Background: an optimization exercise with open tools, aiming at small area, a short achievable clock period and few clock cycles per item. Do not read the settings as production practice. Function was checked by simulation only, so behaviour that the tests miss may differ from the original. Power is estimated from default activity; no workload was simulated.

==> inputs of run G <==
==> flow/design.v <==
`default_nettype none
package bfbp_pkg;
   localparam int unsigned WeightWidth = 16;
   localparam int unsigned IndexWidth  = 7;
   localparam int unsigned CountWidth  = 8;
   localparam int unsigned StatusWidth = 2;
   typedef enum logic [StatusWidth-1:0] {
      STATUS_PLACED     = 2'd0,
      STATUS_OVERWEIGHT = 2'd1,
      STATUS_FULL       = 2'd2
   } status_type;
   typedef struct packed {
      logic [WeightWidth-1:0] item_weight;
      logic                   last_item;
   } req_payload_type;
   typedef struct packed {
      logic [IndexWidth-1:0]  bin_index;
      logic                   opened_new;
      logic [CountWidth-1:0]  bins_in_use;
      logic [StatusWidth-1:0] status;
      logic                   set_done;
   } rsp_payload_type;
endpackage
`default_nettype wire
`default_nettype none
module bfbp_lt #(
   parameter int unsigned W = 16
) (
   input  wire logic [W-1:0] a,
   input  wire logic [W-1:0] b,
   output wire logic         lt
);
   localparam int unsigned L = $clog2(W);
   logic [W-1:0] gt_l [L+1];
   logic [W-1:0] ls_l [L+1];
   assign gt_l[0] = a & ~b;
   assign ls_l[0] = ~a & b;
   for (genvar l = 0; l < L; l++) begin : g_l
      for (genvar k = 0; k < W; k++) begin : g_k
         if ((k % (2 << l)) == 0 && (k + (1 << l)) < W) begin : g_m
            assign ls_l[l+1][k] = ls_l[l][k+(1<<l)] | (~gt_l[l][k+(1<<l)] & ls_l[l][k]);
            assign gt_l[l+1][k] = gt_l[l][k+(1<<l)] | (~ls_l[l][k+(1<<l)] & gt_l[l][k]);
         end else begin : g_p
            assign ls_l[l+1][k] = ls_l[l][k];
            assign gt_l[l+1][k] = gt_l[l][k];
         end
      end
   end
   assign lt = ls_l[L][0];
endmodule
module best_fit_bin_packer #(
   parameter int unsigned MAX_BINS = 128
) (
   input  wire logic              clock,
   input  wire logic              reset,
   input  wire logic              req_valid,
   output wire logic              req_ready,
   input  wire logic [15:0]       req_item_weight,
   input  wire logic              req_last_item,
   output wire logic              rsp_valid,
   input  wire logic              rsp_ready,
   output wire logic [6:0]        rsp_bin_index,
   output wire logic              rsp_opened_new,
   output wire logic [7:0]        rsp_bins_in_use,
   output wire logic [1:0]        rsp_status,
   output wire logic              rsp_set_done,
   input  wire logic              csr_wr_en,
   input  wire logic [15:0]       csr_wr_data
);
   localparam int unsigned N     = MAX_BINS;
   localparam int unsigned AW    = $clog2(MAX_BINS);      
   localparam int unsigned CW    = $clog2(MAX_BINS + 1);  
   localparam int unsigned WW    = 16;
   localparam int unsigned LANES = 16;
   localparam int unsigned LB    = $clog2(LANES);         
   localparam int unsigned RB    = AW - LB;               
   localparam int unsigned G1    = LANES / 4;             
   logic [WW-1:0]   cap_ff;
   logic [CW-1:0]   count_ff;
   logic            rsp_valid_ff;
   logic [6:0]      rsp_idx_ff;
   logic            rsp_new_ff;
   logic [7:0]      rsp_cnt_ff;
   logic [1:0]      rsp_st_ff;
   logic            rsp_done_ff;
   logic [WW-1:0]   space_mem [N];
   logic            sc_busy;
   logic [WW-1:0]   weight_ff;
   logic            last_ff;
   logic            over_ff;
   logic [RB:0]     rd_row;         
   logic            rd_done;        
   logic            rd_v;
   logic [RB-1:0]   rd_base;
   logic [WW-1:0]   rd_data [LANES];
   logic [LANES-1:0] rd_fit;
   logic            t1_v;
   logic            t1_cv [G1];
   logic [WW-1:0]   t1_cs [G1];
   logic [AW-1:0]   t1_ci [G1];
   logic            best_v;
   logic [WW-1:0]   best_s;
   logic [AW-1:0]   best_i;
   logic            fin_v;
   logic            fin_en;         
   logic            fin_open;       
   logic [AW-1:0]   fin_idx;        
   logic [WW-1:0]   fin_data;       
   logic [CW-1:0]   fin_cnt;        
   logic [1:0]      fin_status;
   logic            fin_last;
   logic            out_free, commit;
   logic            fw_en;
   logic [AW-1:0]   fw_idx;
   logic [WW-1:0]   fw_data;
   logic [CW-1:0]   count_eff;      
   assign out_free  = !rsp_valid_ff || rsp_ready;
   assign commit    = fin_v && out_free;
   assign fw_en     = fin_v && fin_en;
   assign fw_idx    = fin_idx;
   assign fw_data   = fin_data;
   assign count_eff = count_ff;     
   logic            req_fire, scan_done, fin_free, sc_free;
   logic [RB:0]     rows_needed;
   assign rows_needed = (RB+1)'((count_eff + CW'(LANES - 1)) >> LB);
   assign scan_done   = sc_busy && !rd_v && (rd_done || (rd_row >= rows_needed));
   assign fin_free    = !fin_v || commit;
   assign sc_free     = !sc_busy || (scan_done && fin_free);
   assign req_ready   = sc_free;
   assign req_fire    = req_valid && req_ready;
   assign rsp_valid       = rsp_valid_ff;
   assign rsp_bin_index   = rsp_idx_ff;
   assign rsp_opened_new  = rsp_new_ff;
   assign rsp_bins_in_use = rsp_cnt_ff;
   assign rsp_status      = rsp_st_ff;
   assign rsp_set_done    = rsp_done_ff;
   logic            do_read;
   logic [WW-1:0]   rdat  [LANES];
   logic [WW-1:0]   rleft [LANES];
   logic [LANES-1:0] rfit;
   assign do_read = req_fire || (sc_busy && !rd_done && (rd_row < rows_needed));
   for (genvar l = 0; l < LANES; l++) begin : g_rd
      logic [WW:0] d_new, d_cur;
      assign rdat[l]  = (fw_en && (fw_idx == {rd_row[RB-1:0], LB'(l)})) ? fw_data
                        : space_mem[{rd_row[RB-1:0], LB'(l)}];
      assign d_new    = {1'b0, rdat[l]} - {1'b0, req_item_weight};
      assign d_cur    = {1'b0, rdat[l]} - {1'b0, weight_ff};
      assign rleft[l] = req_fire ? d_new[WW-1:0] : d_cur[WW-1:0];
      assign rfit[l]  = req_fire ? !d_new[WW] : !d_cur[WW];
   end
   logic [WW:0]     fw_d;
   logic            fw_row;
   logic            x_v;
   assign fw_d   = {1'b0, fw_data} - {1'b0, weight_ff};
   assign fw_row = fw_en && (fw_idx[AW-1:LB] == rd_base);
   assign x_v    = rd_v && fw_row && !fw_d[WW] && (CW'(fw_idx) < count_eff);
   logic            l_v [LANES];
   logic [WW-1:0]   l_s [LANES];
   for (genvar l = 0; l < LANES; l++) begin : g_lane
      logic hit;
      assign hit    = fw_row && (fw_idx[LB-1:0] == LB'(l));
      assign l_s[l] = rd_data[l];
      assign l_v[l] = (CW'({rd_base, LB'(l)}) < count_eff) && rd_fit[l] && !hit;
   end
   logic            n1_v [LANES/2];
   logic [WW-1:0]   n1_s [LANES/2];
   logic [AW-1:0]   n1_i [LANES/2];
   for (genvar k = 0; k < LANES / 2; k++) begin : g_n1
      logic less, sel;
      bfbp_lt #(.W(WW)) u_c (.a(l_s[2*k+1]), .b(l_s[2*k]), .lt(less));
      assign sel     = l_v[2*k+1] && (!l_v[2*k] || less);
      assign n1_v[k] = l_v[2*k] || l_v[2*k+1];
      assign n1_s[k] = sel ? l_s[2*k+1] : l_s[2*k];
      assign n1_i[k] = {rd_base, LB'(2*k + (sel ? 1 : 0))};
   end
   logic            n2_v [G1];
   logic [WW-1:0]   n2_s [G1];
   logic [AW-1:0]   n2_i [G1];
   for (genvar k = 0; k < G1; k++) begin : g_n2
      logic less, sel;
      bfbp_lt #(.W(WW)) u_c (.a(n1_s[2*k+1]), .b(n1_s[2*k]), .lt(less));
      assign sel     = n1_v[2*k+1] && (!n1_v[2*k] || less);
      assign n2_v[k] = n1_v[2*k] || n1_v[2*k+1];
      assign n2_s[k] = sel ? n1_s[2*k+1] : n1_s[2*k];
      assign n2_i[k] = sel ? n1_i[2*k+1] : n1_i[2*k];
   end
   logic            n3_v [2];
   logic [WW-1:0]   n3_s [2];
   logic [AW-1:0]   n3_i [2];
   for (genvar k = 0; k < 2; k++) begin : g_n3
      logic less, sel;
      bfbp_lt #(.W(WW)) u_c (.a(t1_cs[2*k+1]), .b(t1_cs[2*k]), .lt(less));
      assign sel     = t1_cv[2*k+1] && (!t1_cv[2*k] || less);
      assign n3_v[k] = t1_cv[2*k] || t1_cv[2*k+1];
      assign n3_s[k] = sel ? t1_cs[2*k+1] : t1_cs[2*k];
      assign n3_i[k] = sel ? t1_ci[2*k+1] : t1_ci[2*k];
   end
   logic            r_v;
   logic [WW-1:0]   r_s;
   logic [AW-1:0]   r_i;
   logic            r_less, r_sel;
   bfbp_lt #(.W(WW)) u_r (.a(n3_s[1]), .b(n3_s[0]), .lt(r_less));
   assign r_sel = n3_v[1] && (!n3_v[0] || r_less);
   assign r_v   = n3_v[0] || n3_v[1];
   assign r_s   = r_sel ? n3_s[1] : n3_s[0];
   assign r_i   = r_sel ? n3_i[1] : n3_i[0];
   logic            found_n, full, open_n;
   logic [CW-1:0]   count_inc;
   logic [WW-1:0]   newsp;
   assign full      = (count_ff == CW'(N));
   assign found_n   = nb_v;
   assign open_n    = !over_ff && !found_n && !full;
   assign count_inc = count_ff + CW'(1);
   assign newsp     = cap_ff - weight_ff;
   logic            rb_less, xb_less, xr_less, take, take_x, rv_ok;
   logic            nb_v;
   logic [WW-1:0]   nb_s;
   logic [AW-1:0]   nb_i;
   bfbp_lt #(.W(WW+AW)) u_rb (.a({r_s, r_i}), .b({best_s, best_i}), .lt(rb_less));
   bfbp_lt #(.W(WW)) u_xb (.a(fw_d[WW-1:0]), .b(best_s), .lt(xb_less));
   bfbp_lt #(.W(WW)) u_xr (.a(fw_d[WW-1:0]), .b(r_s), .lt(xr_less));
   assign rv_ok  = t1_v && r_v;
   assign take_x = x_v && (!best_v || xb_less) && (!rv_ok || xr_less);
   assign take   = !take_x && rv_ok && (!best_v || rb_less);
   assign nb_v   = take_x || take || best_v;
   assign nb_s   = take_x ? fw_d[WW-1:0] : take ? r_s : best_s;
   assign nb_i   = take_x ? fw_idx : take ? r_i : best_i;
   always_ff @(posedge clock) begin
      if (reset) begin
         cap_ff       <= '1;
         count_ff     <= '0;
         rsp_valid_ff <= 1'b0;
         sc_busy      <= 1'b0;
         fin_v        <= 1'b0;
         rd_row       <= '0;
         rd_done      <= 1'b1;
      end else begin
         if (csr_wr_en) cap_ff <= csr_wr_data;
         if (rsp_ready) rsp_valid_ff <= 1'b0;
         if (commit) rsp_valid_ff <= 1'b1;
         if (scan_done && fin_free) begin
            if (last_ff)      count_ff <= '0;
            else if (open_n)  count_ff <= count_inc;
         end
         if (scan_done && fin_free) fin_v <= 1'b1;
         else if (commit) fin_v <= 1'b0;
         if (req_fire) sc_busy <= 1'b1;
         else if (scan_done && fin_free) sc_busy <= 1'b0;
         if (req_fire) begin
            rd_row  <= (RB+1)'(1);
            rd_done <= 1'b0;
         end else if (sc_busy && !rd_done) begin
            if (rd_row < rows_needed && (rd_row + (RB+1)'(1)) < rows_needed) begin
               rd_row <= rd_row + (RB+1)'(1);
            end else begin
               rd_row  <= '0;
               rd_done <= 1'b1;
            end
         end
      end
   end
   always_ff @(posedge clock) begin
      rd_v    <= do_read;
      rd_base <= rd_row[RB-1:0];
      rd_fit  <= rfit;
      for (int l = 0; l < LANES; l++) rd_data[l] <= rleft[l];
      if (req_fire) begin
         weight_ff <= req_item_weight;
         last_ff   <= req_last_item;
         over_ff   <= req_item_weight > cap_ff;
      end
      t1_v <= rd_v;
      for (int k = 0; k < G1; k++) begin
         t1_cv[k] <= rd_v && n2_v[k];
         t1_cs[k] <= n2_s[k];
         t1_ci[k] <= n2_i[k];
      end
      if (req_fire) begin
         best_v <= 1'b0;
      end else begin
         best_v <= nb_v;
         best_s <= nb_s;
         best_i <= nb_i;
      end
      if (scan_done && fin_free) begin
         fin_en     <= !over_ff && (found_n || !full);
         fin_open   <= open_n;
         fin_idx    <= take_x ? fw_idx : take ? r_i : best_v ? best_i : count_ff[AW-1:0];
         fin_data   <= take_x ? fw_d[WW-1:0] : take ? r_s : best_v ? best_s : newsp;
         fin_cnt    <= open_n ? count_inc : count_ff;
         fin_status <= over_ff ? 2'd1 : (!found_n && full) ? 2'd2 : 2'd0;
         fin_last   <= last_ff;
      end
      if (commit) begin
         rsp_idx_ff  <= fin_en ? 7'(fin_idx) : 7'd0;
         rsp_new_ff  <= fin_open;
         rsp_cnt_ff  <= 8'(fin_cnt);
         rsp_st_ff   <= fin_status;
         rsp_done_ff <= fin_last;
      end
   end
   always_ff @(posedge clock) begin
      if (commit && fw_en) begin
         space_mem[fw_idx] <= fw_data;
      end
   end
endmodule
`default_nettype wire
==> flow/run.sh <==
#!/bin/bash
# synth_recipe.tcl (not shown) runs the flow's synth.tcl, then flattens the netlist and writes it again
# the make line also repeats each setting of config.mk as NAME=value (left out here)
make -C /OpenROAD-flow-scripts/flow DESIGN_CONFIG=/design/flow/config.mk WORK_HOME=/design/flow/orfs CLKGATE_MAP_FILE= SYNTH_SCRIPT=/design/flow/synth_recipe.tcl finish
==> flow/config.mk <==
export PLATFORM = sky130hd
export DESIGN_NAME = best_fit_bin_packer
export DESIGN_NICKNAME = best_fit_bin_packer
export VERILOG_FILES = /design/flow/design.v
export SDC_FILE = /design/flow/constraint.sdc
export NUM_CORES = 4
export LEC_CHECK = 0
export CAP_MARGIN = 20
export CORE_MARGIN = 2
export CORE_UTILIZATION = 40
export SLEW_MARGIN = 20
==> flow/constraint.sdc <==
create_clock -name core_clock -period 6.0 [get_ports {clock}]
set_input_delay 1.2000 -clock core_clock [delete_from_list [all_inputs] [get_ports {clock}]]
set_output_delay 1.2000 -clock core_clock [all_outputs]
set_load 0.01 [all_outputs]
==> run K: changes against run G <==
--- a/flow/design.v
+++ b/flow/design.v
@@ -217,8 +217,8 @@
    logic [WW-1:0]   nb_s;
    logic [AW-1:0]   nb_i;
    bfbp_lt #(.W(WW+AW)) u_rb (.a({r_s, r_i}), .b({best_s, best_i}), .lt(rb_less));
-   bfbp_lt #(.W(WW)) u_xb (.a(fw_d[WW-1:0]), .b(best_s), .lt(xb_less));
-   bfbp_lt #(.W(WW)) u_xr (.a(fw_d[WW-1:0]), .b(r_s), .lt(xr_less));
+   bfbp_lt #(.W(WW+AW)) u_xb (.a({fw_d[WW-1:0], fw_idx}), .b({best_s, best_i}), .lt(xb_less));
+   bfbp_lt #(.W(WW+AW)) u_xr (.a({fw_d[WW-1:0], fw_idx}), .b({r_s, r_i}), .lt(xr_less));
    assign rv_ok  = t1_v && r_v;
    assign take_x = x_v && (!best_v || xb_less) && (!rv_ok || xr_less);
    assign take   = !take_x && rv_ok && (!best_v || rb_less);
@@ -285,8 +285,8 @@
       if (scan_done && fin_free) begin
          fin_en     <= !over_ff && (found_n || !full);
          fin_open   <= open_n;
-         fin_idx    <= take_x ? fw_idx : take ? r_i : best_v ? best_i : count_ff[AW-1:0];
-         fin_data   <= take_x ? fw_d[WW-1:0] : take ? r_s : best_v ? best_s : newsp;
+         fin_idx    <= nb_v ? nb_i : count_ff[AW-1:0];
+         fin_data   <= nb_v ? nb_s : newsp;
          fin_cnt    <= open_n ? count_inc : count_ff;
          fin_status <= over_ff ? 2'd1 : (!found_n && full) ? 2'd2 : 2'd0;
          fin_last   <= last_ff;
==> run H: changes against run G <==
--- a/flow/design.v
+++ b/flow/design.v
@@ -217,8 +217,8 @@
    logic [WW-1:0]   nb_s;
    logic [AW-1:0]   nb_i;
    bfbp_lt #(.W(WW+AW)) u_rb (.a({r_s, r_i}), .b({best_s, best_i}), .lt(rb_less));
-   bfbp_lt #(.W(WW)) u_xb (.a(fw_d[WW-1:0]), .b(best_s), .lt(xb_less));
-   bfbp_lt #(.W(WW)) u_xr (.a(fw_d[WW-1:0]), .b(r_s), .lt(xr_less));
+   bfbp_lt #(.W(WW+AW)) u_xb (.a({fw_d[WW-1:0], fw_idx}), .b({best_s, best_i}), .lt(xb_less));
+   bfbp_lt #(.W(WW+AW)) u_xr (.a({fw_d[WW-1:0], fw_idx}), .b({r_s, r_i}), .lt(xr_less));
    assign rv_ok  = t1_v && r_v;
    assign take_x = x_v && (!best_v || xb_less) && (!rv_ok || xr_less);
    assign take   = !take_x && rv_ok && (!best_v || rb_less);
@@ -285,8 +285,8 @@
       if (scan_done && fin_free) begin
          fin_en     <= !over_ff && (found_n || !full);
          fin_open   <= open_n;
-         fin_idx    <= take_x ? fw_idx : take ? r_i : best_v ? best_i : count_ff[AW-1:0];
-         fin_data   <= take_x ? fw_d[WW-1:0] : take ? r_s : best_v ? best_s : newsp;
+         fin_idx    <= nb_v ? nb_i : count_ff[AW-1:0];
+         fin_data   <= nb_v ? nb_s : newsp;
          fin_cnt    <= open_n ? count_inc : count_ff;
          fin_status <= over_ff ? 2'd1 : (!found_n && full) ? 2'd2 : 2'd0;
          fin_last   <= last_ff;
- SETUP_SLACK_MARGIN: unset -> 0.2
==> comparison table <==
| quantity | run K | run H | run G |
|---|---|---|---|
| Final wirelength | 404100 um | 405800 um | 390800 um |
| FF-to-FF End | count_ff[0] | fin_data[4] | fin_idx[5] |
| Storage element area | 72180 sq um | 72190 sq um | 72190 sq um |
| Proportion of synthesized chip area in sequential cells | 0.5768 | 0.5768 | 0.5774 |
| Adder-Cell Fraction of Synth Area | 0.07404 | 0.07404 | 0.07338 |
| Simple-gate share of the synthesized area | 0.07534 | 0.07534 | 0.07503 |
| Highest routed layer | met5 | met5 | met4 |
| Clk cell area share | 0.06174 | 0.06233 | 0.05920 |
| Endpoint with the worst hold slack | rsp_st_ff[0] | t1_v | t1_ci[0][5] |
| End point of the critical path | count_ff[0] | fin_data[4] | req_ready |
| Post-layout minimum cycle time | 5.885 ns | 5.918 ns | 5.901 ns |
| Netlist Area Pre-Place | 125100 sq um | 125100 sq um | 125000 sq um |
| Crit Path Max Fanout | 7 | 8 | 43 |
| Clock latency at the later pin of the worst-skew pair | 0.92 ns | 0.94 ns | 0.91 ns |
| Setup bufs post-CTS | 2 | 31 | 5 |
| Multi-input combinational area share | 0.3475 | 0.3479 | 0.3410 |
| Switching Fraction | 0.3015 | 0.3029 | 0.2878 |
| Outcome | timing/DRC/antenna clean | timing/DRC/antenna clean | timing/DRC/antenna clean |
| Relative slew margins | 0.1577 | 0.2248 | 0.2480 |
| Global router's overall resource usage | 0.2487 | 0.2503 | 0.2409 |
| Average size of a mapped cell | 13.22 sq um | 13.22 sq um | 13.28 sq um |
| Clock group power | 17.0 mW | 17.3 mW | 16.6 mW |
| LEAKAGE | 52.00 nW | 52.53 nW | 52.70 nW |
| Per-cell via count in the routed design | 5.717 | 5.686 | 5.645 |
Testbench counts of run G, summed over its fixed seeds: cycles 48,730, items 19,013.
Testbench counts of run K, summed over its fixed seeds: cycles 48,730, items 19,013.
Testbench counts of run H, summed over its fixed seeds: cycles 48,730, items 19,013.

-- re-timing with driven ports --
In the flow no input, the clock included, has a driving cell. The finished layouts below were timed again as built, in two steps. Step 1 sets driving cells, clkbuf_16 on the clock port and buf_2 on the other inputs (assumed; they add their load-dependent delay and slew). Step 2, shift: input delay + t, output delay - t, t = (earliest + latest rising clock arrival at the registers) / 2. This alone moves slack from input paths to output paths. Three values: ideal ports, drivers, drivers and shift; two values: the first two.
| run | shift t [ns] | setup WS [ns] | hold slack, ns | worst setup path after step 2 |
|---|---|---|---|---|
| run G | 0.988 | 0.099 / -0.007 / 0.047 | 0.400 / 0.400 / 0.400 | input to register |
| run K | 0.991 | 0.115 / 0.115 / 0.026 | 0.419 / 0.419 / 0.419 | input to register |
| run H | 0.994 | 0.082 / 0.082 / 0.043 | 0.377 / 0.377 / 0.377 | input to register |
After both steps setup and hold are still met in every run listed. The setup slack of run K, which loses most, moves by 0.000 ns with the drivers and by -0.089 ns with both steps.
